What follows belongs to an exercise in optimizing a design on an open flow for small area and a short achievable clock period; a production flow would make more cautious choices.
Function was checked by simulation only, so behaviour that the tests miss may differ from the original.

==> flow/design.v, too long to show whole: its modules and the start of the top module <==
// module fp_recip: 2514 lines
// module fp_recip_fa: 11 lines
// module fp_recip_ha: 10 lines
module fp_recip
(
  input  logic        clk,
  input  logic        reset,
  input  logic        in_valid,
  input  logic [31:0] in_word,
  output logic        out_valid,
  output logic [31:0] out_word
);
  // ...
==> flow/flow/run.sh <==
#!/bin/bash
export SETUP_SLACK_MARGIN=6
bash standard.sh > standard.log 2>&1
status=$?
exit $status
==> flow/standard.sh <==
#!/bin/bash
# synth_recipe.tcl (not shown) runs the flow's synth.tcl, then flattens the netlist and writes it again
# the make line also repeats each setting of config.mk as NAME=value (left out here)
make -C /OpenROAD-flow-scripts/flow DESIGN_CONFIG=/design/flow/config.mk WORK_HOME=/design/flow/orfs CLKGATE_MAP_FILE= SYNTH_SCRIPT=/design/flow/synth_recipe.tcl "${@:-finish}"
==> flow/config.mk <==
export PLATFORM = sky130hd
export DESIGN_NAME = fp_recip
export DESIGN_NICKNAME = fp_recip
export VERILOG_FILES = /design/flow/design.v
export SDC_FILE = /design/flow/constraint.sdc
export NUM_CORES = 4
export LEC_CHECK = 0
export CAP_MARGIN = 20
export CORE_MARGIN = 2
export CORE_UTILIZATION = 60
export SLEW_MARGIN = 20
export SYNTH_HIERARCHICAL = 1
==> flow/constraint.sdc <==
create_clock -name core_clock -period 12.0 [get_ports {clk}]
set_input_delay 2.4000 -clock core_clock [delete_from_list [all_inputs] [get_ports {clk}]]
set_output_delay 2.4000 -clock core_clock [all_outputs]
set_load 0.01 [all_outputs]
==> run notes, run 1 <==
| Group | Quantity | Value |
| --- | --- | --- |
| layout | Num sequential | 324 |
| cts | Clock sink count | 324 |
| hold path | Tightest Hold Check Type | flop to flop |
| setup path | Count of cells along the worst register-to-register path | 18 |
| logic synthesis | Cell taking the most area after synthesis | fa_1 |
| cts | Post-CTS setup buffer count | 12 |
| sta | Worst Setup Slack, final | 6080 ps |
| cts | Post-cts gate resize count | 56 |
| layout | Area taken by multi-input logic gates | 0.0405 mm^2 |
| job | Max-capacitance violation count | 0 |
| layout | Register with the most flip-flops | md2S |
| hold path | Number of instances on the worst hold path | 0 |
| logic synthesis | Cells after synthesis | 5290 |
| logic synthesis | Biggest area contributors in the synthesized netlist | fa_1, dfxtp_1, xnor2_1 |
| layout | Count of multi-input gates | 4170 |
| logic synthesis | Number of flops mapped to enable cells by yosys | 0 |
| setup path | Most used cell along the critical path | buf_4 |
| sta | Hold Slack | 324 ps |
| sta | Highest achievable clock rate | 0.169 GHz |
| setup path | Register-to-Register Setup Slack | 6230 ps |
| grt | Number of global-route vias before repair | 40600 |
| layout | Commonest non-fill, non-tap cell in the layout | fa_1 |
| sta | Total Neg Setup Slack | 0 ps |
| place | Post-Place Worst Slack | 5630 ps |
| logic synthesis | Most common cell in the synthesized netlist | fa_1 |
| layout | Regs by FF count | md2S: 32 flops, md2C: 31 flops, x13: 31 flops |
| layout | Share of layout cells above drive strength 1 | 6.75% |
| setup path | Worst reg2reg path startpoint | n02[5] |
| cts | Worst skew pair latency | 610 ps |
| floorplan | Std-Cell Rows | 105 |
| run status | Status | complete, no violations |
| place | Final HPWL from detailed placement | 107 mm |
| floorplan | Number of tap cells added at floorplan | 1070 |
| grt | All-layer global routing usage | 35.3% |
| place | Placed cells | 6075 |
| logic synthesis | Async set-or-reset flop fraction in the synthesized netlist | 0% |
| drt | Routed Antenna Nets | 0 |
==> run 2: changes to the inputs <==
--- a/flow/design.v
+++ b/flow/design.v
@@ -2471,51 +2471,49 @@
   wire ys324 = ~x13[28];
   wire yc324 = x13[28];
   wire ys325 = ~x13[29];
   wire yc325 = x13[29];
   wire ys326 = ~x13[30];
   wire yc326 = x13[30];
   wire [64:0] y_S = {1'b0, yc326, ys326, ys325, ys324, ys323, ys322, ys321, ys320, ys319, ys318, ys317, ys316, ys315, ys314, ys313, ys312, ys311, ys310, ys309, ys308, ys307, ys306, ys305, ys304, ys303, ys302, ys301, ys300, ys299, ys298, ys297, ys296, ys295, ys294, ys293, ys292, ys291, ys290, ys289, ys288, ys287, ys286, ys285, ys284, ys283, ys282, ys281, ys280, ys279, ys278, ys277, ys276, ys275, ys274, ys273, ys272, ys271, ys270, ys269, ys268, ys267, ys266, ys265, ys264};
   wire [64:0] y_C = {1'b0, 1'b0, yc325, yc324, yc323, yc322, yc321, yc320, yc319, yc318, yc317, yc316, yc315, yc314, yc313, yc312, yc311, yc310, yc309, yc308, yc307, yc306, yc305, yc304, yc303, yc302, yc301, yc300, yc299, yc298, yc297, yc296, yc295, yc294, yc293, yc292, yc291, yc290, yc289, yc288, yc287, yc286, yc285, yc284, yc283, yc282, yc281, yc280, yc279, yc278, yc277, yc276, yc275, yc274, yc273, yc272, yc271, yc270, yc269, yc268, yc267, yc266, yc265, yc264, (((yo3[0] & x13[0])) ^ yn3[0])};
-  logic [42:0] ylo;
-  logic [9:0]  yl;
-  assign ylo = {1'b0, y_S[41:0]} + {1'b0, y_C[41:0]};
-  assign yl  = ylo[41:32];
+  logic [53:0] ylo;
+  logic [20:0] yl;
+  assign ylo = {1'b0, y_S[52:0]} + {1'b0, y_C[52:0]};
+  assign yl  = ylo[52:32];
   logic        s4;
   logic [7:0]  eo4;
   logic        sub2_4;
   logic        sub3_4;
-  logic [22:0] yS4;
-  logic [22:0] yC4;
+  logic [11:0] yS4;
+  logic [11:0] yC4;
   logic        ycy4;
-  logic [9:0]  yl4;
+  logic [20:0] yl4;
   always_ff @(posedge clk) begin
     if (reset) out_valid <= 1'b0;
     else       out_valid <= v3;
     s4     <= s3;
     eo4    <= eo3;
     sub2_4 <= sub2_3;
     sub3_4 <= sub3_3;
-    yS4    <= y_S[64:42];
-    yC4    <= y_C[64:42];
-    ycy4   <= ylo[42];
+    yS4    <= y_S[64:53];
+    yC4    <= y_C[64:53];
+    ycy4   <= ylo[53];
     yl4    <= yl;
   end
-  logic [22:0] yh;     
+  logic [11:0] yh;     
+  logic [32:0] y;
   logic [22:0] mo;
-  logic        y9_4;
-  logic        ylsb4;
-  assign y9_4  = yl4[9];
-  assign ylsb4 = yl4[8] & (yl4[7:0] != 8'd0);
-  assign yh = yS4 + yC4 + {22'd0, ycy4};
+  assign yh = yS4 + yC4 + {11'd0, ycy4};
+  assign y  = {yh, yl4};
   always_comb begin
-    if (sub3_4)      mo = yh;
-    else if (sub2_4) mo = {yh[21:0], y9_4};
-    else             mo = {yh[20:0], y9_4, ylsb4};
+    if (sub3_4)      mo = y[32:10];
+    else if (sub2_4) mo = y[31:9];
+    else             mo = {y[30:9], y[8] & (y[7:0] != 8'd0)};
   end
   assign out_word = {s4, eo4, mo};
 endmodule
 module fp_recip_fa
 (
   input  logic a,
   input  logic b,
   input  logic c,
==> run notes, run 2 <==
| Group | Quantity | Value | Change |
| --- | --- | --- | --- |
| drt | Mean routed wirelength per cell | 25.2 um |  |
| logic synthesis | Sequential element share of the synthesized area | 12.6% |  |
| logic synthesis | Cells after synthesis | 5333 | +0.81% |
| sta | Worst Setup Slack, final | 6140 ps | +61.7 ps |
| sta | Headroom to the max-slew limit | 22.7% |  |
| logic synthesis | Most common cell in the synthesized netlist | fa_1 |  |
| logic synthesis | Biggest area contributors in the synthesized netlist | fa_1, dfxtp_1, xnor2_1 |  |
| run status | Status | complete, no violations |  |
| setup path | Cells traversed along the worst timing path | a22oi_1 > xnor2_1 > ha_1 > fa_1 > fa_1 > fa_1 > fa_1 > ha_1 > a21oi_2 > o21ai_0 > a31oi_4 > nand2_1 > o31ai_4 > o21ai_4 > a31o_1 > a221o_1 > a21oi_2 > xnor2_1 |  |
| sta | Number of pins exceeding their max-slew limit in the final report | 0 |  |
| floorplan | Die height | 292 um |  |
| place | Post-Place Worst Slack | 5630 ps | -1.01 ps |
| cts | Root Buffer | clkbuf_16 |  |
| logic synthesis | Number of synthesized register bits | 313 |  |
| sta | Final Skew | 19.5 ps |  |
| setup path | Most used cell along the critical path | fa_1 |  |
| layout | Regs by FF count | md2S: 32 flops, md2C: 31 flops, x13: 31 flops |  |
| setup path | Critical path class | flop to flop |  |
| drt | DR iter-0 viols | 4457 |  |
| floorplan | Initial standard-cell utilization of the core | 60.6% |  |
| sta | Minimum clock period after layout | 5860 ps |  |
| drt | Vias/cell | 6.50 |  |
| logic synthesis | Number of flops mapped to enable cells by yosys | 0 | unchanged |
| logic synthesis | Fraction of post-synthesis cell area in the top cell type by area | 33.9% |  |
| setup path | Critical path's slowest cell | dfxtp_4 |  |
| floorplan | Count of boundary I/O pins | 68 |  |
| place | Final HPWL from detailed placement | 110 mm | +2.4% |
| layout | Commonest cells after routing, fill and taps aside | fa_1, xnor2_1, nand2_1, a22oi_1, inv_1 |  |
| setup path | Startpoint types | flop |  |
| grt | Antenna violations before repair | 2 |  |
| sta | Share of the cycle needed by the critical path after routing | 48.8% |  |
| layout | NumNets Final | 6298 |  |
| layout | Synth-to-layout area growth | 6.43% |  |
| layout | Register with the most flip-flops | md2S |  |
| drt | Total DRC errors in the routed layout | 0 |  |
| setup path | Delay of the slowest critical-path stage | 660 ps |  |
| cts | Deepest level of the CTS H-tree | 2 |  |
| sta | Hold Slack | 325 ps | +0.918 ps |
| grt | Remaining global-route overflow | 0 |  |
| floorplan | Floorplan die area | 0.0852 mm^2 |  |
| layout | Commonest non-fill, non-tap cell in the layout | fa_1 |  |
| drt | Via count | 40300 |  |
| sta | Hold Fails Final Rpt | 0 |  |
| layout | Flip-flop count of the largest register after layout | 32 |  |
| logic synthesis | Async set-or-reset flop fraction in the synthesized netlist | 0% | unchanged |
| cts | Worst skew pair latency | 580 ps | -30 ps |
| cts | TritonCTS Buffers | 40 |  |
| setup path | Arrival time reported for the critical path endpoint | 6350 ps |  |
| logic synthesis | Synthesized area | 0.0498 mm^2 |  |
| hold path | Tightest Hold Check Type | flop to flop |  |
| grt | Global-route wire length before repair | 243 mm |  |
| drt | Routed Antenna Nets | 0 | unchanged |
| drt | DR pass1 iterations | 6 |  |
| layout | Share of layout cells above drive strength 1 | 6.71% | -0.041 points |
| logic synthesis | Count of unique library cells instantiated by Yosys | 90 |  |
| floorplan | Core outline area | 0.0821 mm^2 |  |
| layout | Antenna cell count | 0 |  |
| grt | All-layer global routing usage | 36.6% | +1.4 points |
| floorplan | Std-Cell Rows | 105 | unchanged |
| sta | Count of final setup violators | 0 |  |
| sta | Measured slew at the worst slew-check pin | 1160 ps |  |
| setup path | Maximum fanout count along the critical path | 32 |  |
| sta | RSZ-0062 raised after global routing | true |  |
| place | Gp weighted congestion | 0.957 |  |
| sta | Highest achievable clock rate | 0.171 GHz | +1.1% |
| cts | Clock sink count | 313 | -3.4% |
| cts | CTS tree | done |  |
| logic synthesis | Top_reg_cell synth | dfxtp_1 |  |
| logic synthesis | Mapped Avg Cell Area | 9.33 um^2 |  |
| sta | Total Neg Setup Slack | 0 ps | unchanged |
| cts | Clock-pin slew on the worst setup and hold paths | 60 ps |  |
| setup path | Worst setup EP type | flop |  |
| job | Max-capacitance violation count | 0 | unchanged |
| place | Number of I/O port buffers | 67 |  |
| logic synthesis | Cell taking the most area after synthesis | fa_1 |  |
| logic synthesis | Commonest cells in the netlist | fa_1, xnor2_1, nand2_1 |  |
| floorplan | Width of the die | 292 um |  |
| grt | Maximum number of pins on one net before global-route repair | 70 |  |
| drt | Final WL | 156 mm |  |
| grt | Number of global-route vias before repair | 41200 | +1.5% |
| cts | Total of hold buffers inserted after clock tree synthesis | 0 |  |
| cts | Max Buffers Root-to-Sink | 3 |  |
| logic synthesis | Yosys synthesis warning count | 7 |  |
| setup path | Required time worst endpoint | 12490 ps |  |
==> run 2: logic make-up after synthesis <==
logic type / Yosys count / synth area share (%)
buffers and inverters: 811 / 6.14
flip-flops: 313 / 12.6
other: 2 / 0.0151
AO/OA/AOI/OAI: 1247 / 17.0
AND/OR/NAND/NOR: 1099 / 9.71
multiplexers: 35 / 0.885
XOR/XNOR: 662 / 11.7
adder cells (fa/ha/maj): 1164 / 42.0
==> run 2: cell type report <==
cell class / count / area [um^2]
clock buffers: 49 / 1120
clock inverters: 24 / 262
fillers: 6927 / 29200
inverters: 340 / 1280
multi-input cells: 4215 / 40700
flip-flops and latches: 313 / 6400
well taps: 1070 / 1340
repair buffers: 189 / 1890
==> run 2: path summary, 6_finish.rpt <==
path | from | endpoint | slack [ps] | depth (start not counted)
max | yo3[3] | yl4[18] | 6140 | 18
min | eo3[1] | eo4[1] | 330 | 0
max reg2reg | yo3[3] | yl4[18] | 6140 | 18
min reg2reg | eo3[1] | eo4[1] | 330 | 0
==> run 2: worst max-delay path, delay by kind of cell, from the launching register on <==
kind	cells	cell delay, ps
adders and majority gates	6	2530
AOI/OAI and AO/OA	9	2130
DFF	1	660
xor gates and xnor gates	2	320
and+or+nand+nor	1	110
==> run 2: per-module statistics from Yosys (local to each module, per instance) <==
module / cells inside / flops+latches
fp_recip: 4421 / 313
fp_recip_fa: 1 / 0
fp_recip_ha: 1 / 0
==> run 2: stage by stage <==
step / instances / util [%] / instance area, um^2
detailed placement: 6104 / 61.9 / 50800
floorplan: 5339 / - / 49800
global placement: 6104 / 61.9 / 50800
CTS: 6181 / 63.8 / 52400
global route: 6200 / 64.5 / 53000
finish: 6200 / 64.5 / 53000
==> run 2: repair_timing <==
action / 4_1_cts / 5_1_grt
setup buffers: 4 / 16
endpoints found under the setup margin: 56 / 45
gates resized for setup: 59 / 96
gates cloned: 0 / 3
pin swaps: 1 / 12
==> run 2: layer usage <==
layer  wire length [um]  vias up  global-route usage [%]
met5                  9        -                       0
met4               5920        2                    13.3
met3              16800      360                    7.86
met2              67700     2243                    54.7
met1              65600    20300                    52.7
li1                   -    17500                       -
==> run 3: changes to the inputs <==
==> flow/flow/run.sh (replaced) <==
#!/bin/bash
export SETUP_SLACK_MARGIN=6.5
bash standard.sh > standard.log 2>&1
status=$?
exit $status
==> run notes, run 3 <==
| Group | Quantity | Value | Change |
| --- | --- | --- | --- |
| run status | Status | complete, no violations |  |
| setup path | Critical path class | flop to flop |  |
| setup path | Endpoint of the most critical setup path | yl4[17] |  |
| cts | Clock-pin slew on the worst setup and hold paths | 60 ps | about the same |
| grt | All-layer global routing usage | 37.7% | +1.0 points |
| sta | Hold Fails Final Rpt | 0 | unchanged |
| layout | Fill cell count | 6610 | -4.6% |
| cts | Clock sink count | 313 | unchanged |
| layout | Flip-flop count of the largest register after layout | 32 | unchanged |
| layout | NumNets Final | 6379 | +1.3% |
| grt | Number of global-route vias before repair | 41400 | +0.52% |
| cts | Worst skew pair latency | 590 ps | about the same |
| layout | Share of layout cells above drive strength 1 | 11.9% | +5.2 points |
| layout | Area taken by multi-input logic gates | 0.0417 mm^2 | +2.5% |
| cts | TritonCTS Buffers | 38 | -5.0% |
| sta | RSZ-0062 raised after global routing | true |  |
| sta | Number of pins exceeding their max-slew limit in the final report | 0 | unchanged |
| setup path | Worst path bufs/invs | 3 | +3 |
| logic synthesis | Fraction of post-synthesis cell area in the top cell type by area | 33.9% | unchanged |
| logic synthesis | Top_reg_cell synth | dfxtp_1 |  |
| place | Number of I/O port buffers | 67 | unchanged |
| logic synthesis | Cell taking the most area after synthesis | fa_1 |  |
| setup path | Register-to-Register Setup Slack | 6290 ps | +150 ps |
| sta | Minimum clock period after layout | 5710 ps | -151 ps |
| drt | Vias/cell | 6.59 | +1.3% |
| layout | Post-route cell area | 0.0554 mm^2 | +4.6% |
| setup path | End of the worst register-to-register path | yl4[17] |  |
| grt | Met3 track utilization from global routing | 9.48% | +1.6 points |
| logic synthesis | Commonest cells in the netlist | fa_1, xnor2_1, nand2_1 |  |
| place | Standard cell area after detailed placement | 0.0507 mm^2 | -0.12% |
| setup path | Delay of the slowest critical-path stage | 570 ps | -90 ps |
| setup path | Worst reg2reg path startpoint | yt3[3] |  |
| layout | Synth-to-layout area growth | 11.3% |  |
| sta | Total Neg Setup Slack | 0 ps | unchanged |
| drt | Mean routed wirelength per cell | 26.1 um | +3.6% |
| place | Gp weighted congestion | 1.00 | +4.9% |
| cts | CTS tree | done |  |
| logic synthesis | Yosys synthesis warning count | 7 | unchanged |
| setup path | Startpoint types | flop |  |
| cts | Root Buffer | clkbuf_16 |  |
| grt | Global-route wire length before repair | 249 mm | +2.4% |
| job | Max-capacitance violation count | 0 | unchanged |
| grt | Routing usage on met2 | 56.3% | +1.6 points |
| hold path | Tightest Hold Check Type | flop to flop |  |
| drt | DR iter-0 viols | 5436 | +22% |
| logic synthesis | Count of unique library cells instantiated by Yosys | 90 | unchanged |
| floorplan | Die height | 292 um | unchanged |
| grt | Remaining global-route overflow | 0 | unchanged |
| drt | Via count | 41400 | +2.6% |
| setup path | Number of logic stages on the critical path including buffering | 20 | +2 |
| logic synthesis | Mapped Avg Cell Area | 9.33 um^2 | unchanged |
| drt | Total DRC errors in the routed layout | 0 | unchanged |
| sta | Measured slew at the worst slew-check pin | 1070 ps | -86.3 ps |
| setup path | Worst setup path startpoint | yt3[3] |  |
| setup path | Required time worst endpoint | 12460 ps | -30 ps |
| setup path | Most used cell along the critical path | fa_1 |  |
| setup path | Cells traversed along the worst timing path | buf_8 > a22oi_1 > xnor2_1 > ha_1 > fa_1 > fa_2 > fa_1 > fa_1 > ha_4 > a211oi_2 > nor3_1 > a211oi_2 > nor2_2 > o31ai_4 > buf_6 > o21ai_4 > a31o_1 > a221o_1 > buf_4 > xor2_1 |  |
| setup path | Largest delay contributor family on the critical path | adder cells |  |
| grt | Met1 Use GR | 52.7% | +0.054 points |
| sta | Count of final setup violators | 0 | unchanged |
| sta | Headroom to the max-slew limit | 28.5% | +5.8 points |
| layout | Final cell utilization of the core | 67.4% | +2.9 points |
| place | Final HPWL from detailed placement | 110 mm | +0.35% |
| logic synthesis | Number of flops mapped to enable cells by yosys | 0 | unchanged |
| setup path | Arrival time reported for the critical path endpoint | 6170 ps | -180 ps |
| logic synthesis | Async set-or-reset flop fraction in the synthesized netlist | 0% | unchanged |
| grt | Layer carrying the most global-route usage | met2 |  |
| logic synthesis | Most common cell in the synthesized netlist | fa_1 |  |
| logic synthesis | Synthesized area | 0.0498 mm^2 | unchanged |
| logic synthesis | Biggest area contributors in the synthesized netlist | fa_1, dfxtp_1, xnor2_1 |  |
| setup path | Count of cells along the worst register-to-register path | 20 | +2 |
| setup path | Maximum fanout count along the critical path | 17 | -47% |
| cts | Max Buffers Root-to-Sink | 3 | unchanged |
| sta | Share of the cycle needed by the critical path after routing | 47.6% | -1.3 points |
| logic synthesis | Cells after synthesis | 5333 | unchanged |
| floorplan | Count of boundary I/O pins | 68 | unchanged |
| setup path | Worst setup EP type | flop |  |
| drt | Routed Antenna Nets | 0 | unchanged |
| logic synthesis | Sequential element share of the synthesized area | 12.6% | unchanged |
| layout | Commonest non-fill, non-tap cell in the layout | fa_1 |  |
| setup path | Critical path's slowest cell | fa_1 |  |
| layout | Footprint of the flip-flops and latches | 0.00652 mm^2 | +2.0% |
| cts | Deepest level of the CTS H-tree | 2 | unchanged |
| grt | Maximum number of pins on one net before global-route repair | 87 | +24% |
| layout | Commonest cells after routing, fill and taps aside | fa_1, xnor2_1, nand2_1, a22oi_1, inv_1 |  |
| floorplan | Core outline area | 0.0821 mm^2 | unchanged |
| drt | Final WL | 164 mm | +4.9% |
| logic synthesis | Number of synthesized register bits | 313 | unchanged |
| floorplan | Floorplan die area | 0.0852 mm^2 | unchanged |
| layout | Regs by FF count | md2S: 32 flops, md2C: 31 flops, x13: 31 flops |  |
| layout | Register with the most flip-flops | md2S |  |
| floorplan | Std-Cell Rows | 105 | unchanged |
| sta | Final Skew | 17.9 ps | -1.65 ps |
| grt | Antenna violations before repair | 1 | -1 |
| drt | DR pass1 iterations | 8 | +2 |
| floorplan | Width of the die | 292 um | unchanged |
| place | Post-Place Worst Slack | 5500 ps | -132 ps |
| sta | Worst Setup Slack, final | 6290 ps | +151 ps |
| sta | Highest achievable clock rate | 0.175 GHz | +2.6% |
| floorplan | Initial standard-cell utilization of the core | 60.6% | unchanged |
run 3: per-stage QoR:
stage               std cells  hold slack [ps]
floorplan                5339              310
global route             6278              329
global placement         6094              310
detailed placement       6094              312
finish                   6279              325
CTS                      6213              326
run 3: layer usage:
| layer | vias up | part of all wire, % |
|---|---|---|
| met4 | 0 | 4.5 |
| met1 | 20600 | 40 |
| met3 | 457 | 12 |
| met5 | - | 0 |
| met2 | 2609 | 44 |
| li1 | 17700 | - |
run 3: worst min-delay path by stage:
| stage | startpoint | end | slack, ps | cells after the start |
|---|---|---|---|---|
| floorplan | eo2[0] | eo3[0] | 310 | 0 |
| global placement | eo3[3] | eo4[3] | 310 | 0 |
| detailed placement | eo3[2] | eo4[2] | 310 | 0 |
| CTS | eo3[2] | eo4[2] | 330 | 0 |
| global route | eo3[4] | eo4[4] | 330 | 0 |
| finish | eo3[2] | eo4[2] | 330 | 0 |
run 3: cell families after synthesis:
family,synth area share [%]
adders and majority gates,42.0
other,0.0151
muxes,0.885
and+or+nand+nor,9.71
AOI/OAI and AO/OA,17.0
xor gates and xnor gates,11.7
buffers and inverters,6.14
DFF,12.6
run 3: per-module statistics from Yosys (local to each module, per instance):
module       cells inside  cell area (um^2)  flip-flops and latches
fp_recip_fa             1              20.0                       0
fp_recip             4421             32000                     313
fp_recip_ha             1              12.5                       0
run 3: final cells by class:
type,instances,area share (%)
Multi-Input combinational cell,4215,75.3
Sequential cell,313,11.8
Timing Repair Buffer,272,5.62
Tap cell,1070,2.42
Inverter,340,2.35
Clock buffer,44,1.79
Clock inverter,24,0.712
Antenna cell,1,0.00452
run 3: what timing repair did:
item | in CTS | in global routing
setup endpoints to repair | 111 | 98
buffers inserted | 44 | 55
gates resized for setup | 297 | 218
hold buffers | 0 | 0
cloned | 7 | 10
pin swaps | 34 | 73

## what the ideal ports hide
The results above use ideal ports. As a check the final layouts listed here were re-extracted and re-timed, cells and wires unchanged. Step 1, drivers: a clkbuf_16 drives clk and a buf_2 each remaining input, both assumed. Step 2 also shifts input and output timing later by t, the mid clock arrival at the registers, as if the neighbouring blocks saw the same clock. Slacks: ideal / step 1 / step 2; pairs: ideal / step 1.
| run | shift t [ns] | setup WS [ns] | latest minus earliest clock arrival (ns) | worst data-port slew with drivers (ns) | cell pins on the clock port's net |
|---|---|---|---|---|---|
| run 1 | 0.658 | 6.079 / 6.008 / 6.015 | 0.044 / 0.044 | 0.04 | 1 |
| run 2 | 0.638 | 6.141 / 6.136 / 5.784 | 0.022 / 0.022 | 0.04 | 1 |
| run 3 | 0.641 | 6.292 / 6.292 / 5.959 | 0.018 / 0.018 | 0.05 | 1 |
After both steps every run listed still meets setup and hold. For run 2, which loses most, drivers alone change the setup slack by -0.005 ns; drivers and shift together by -0.357 ns.
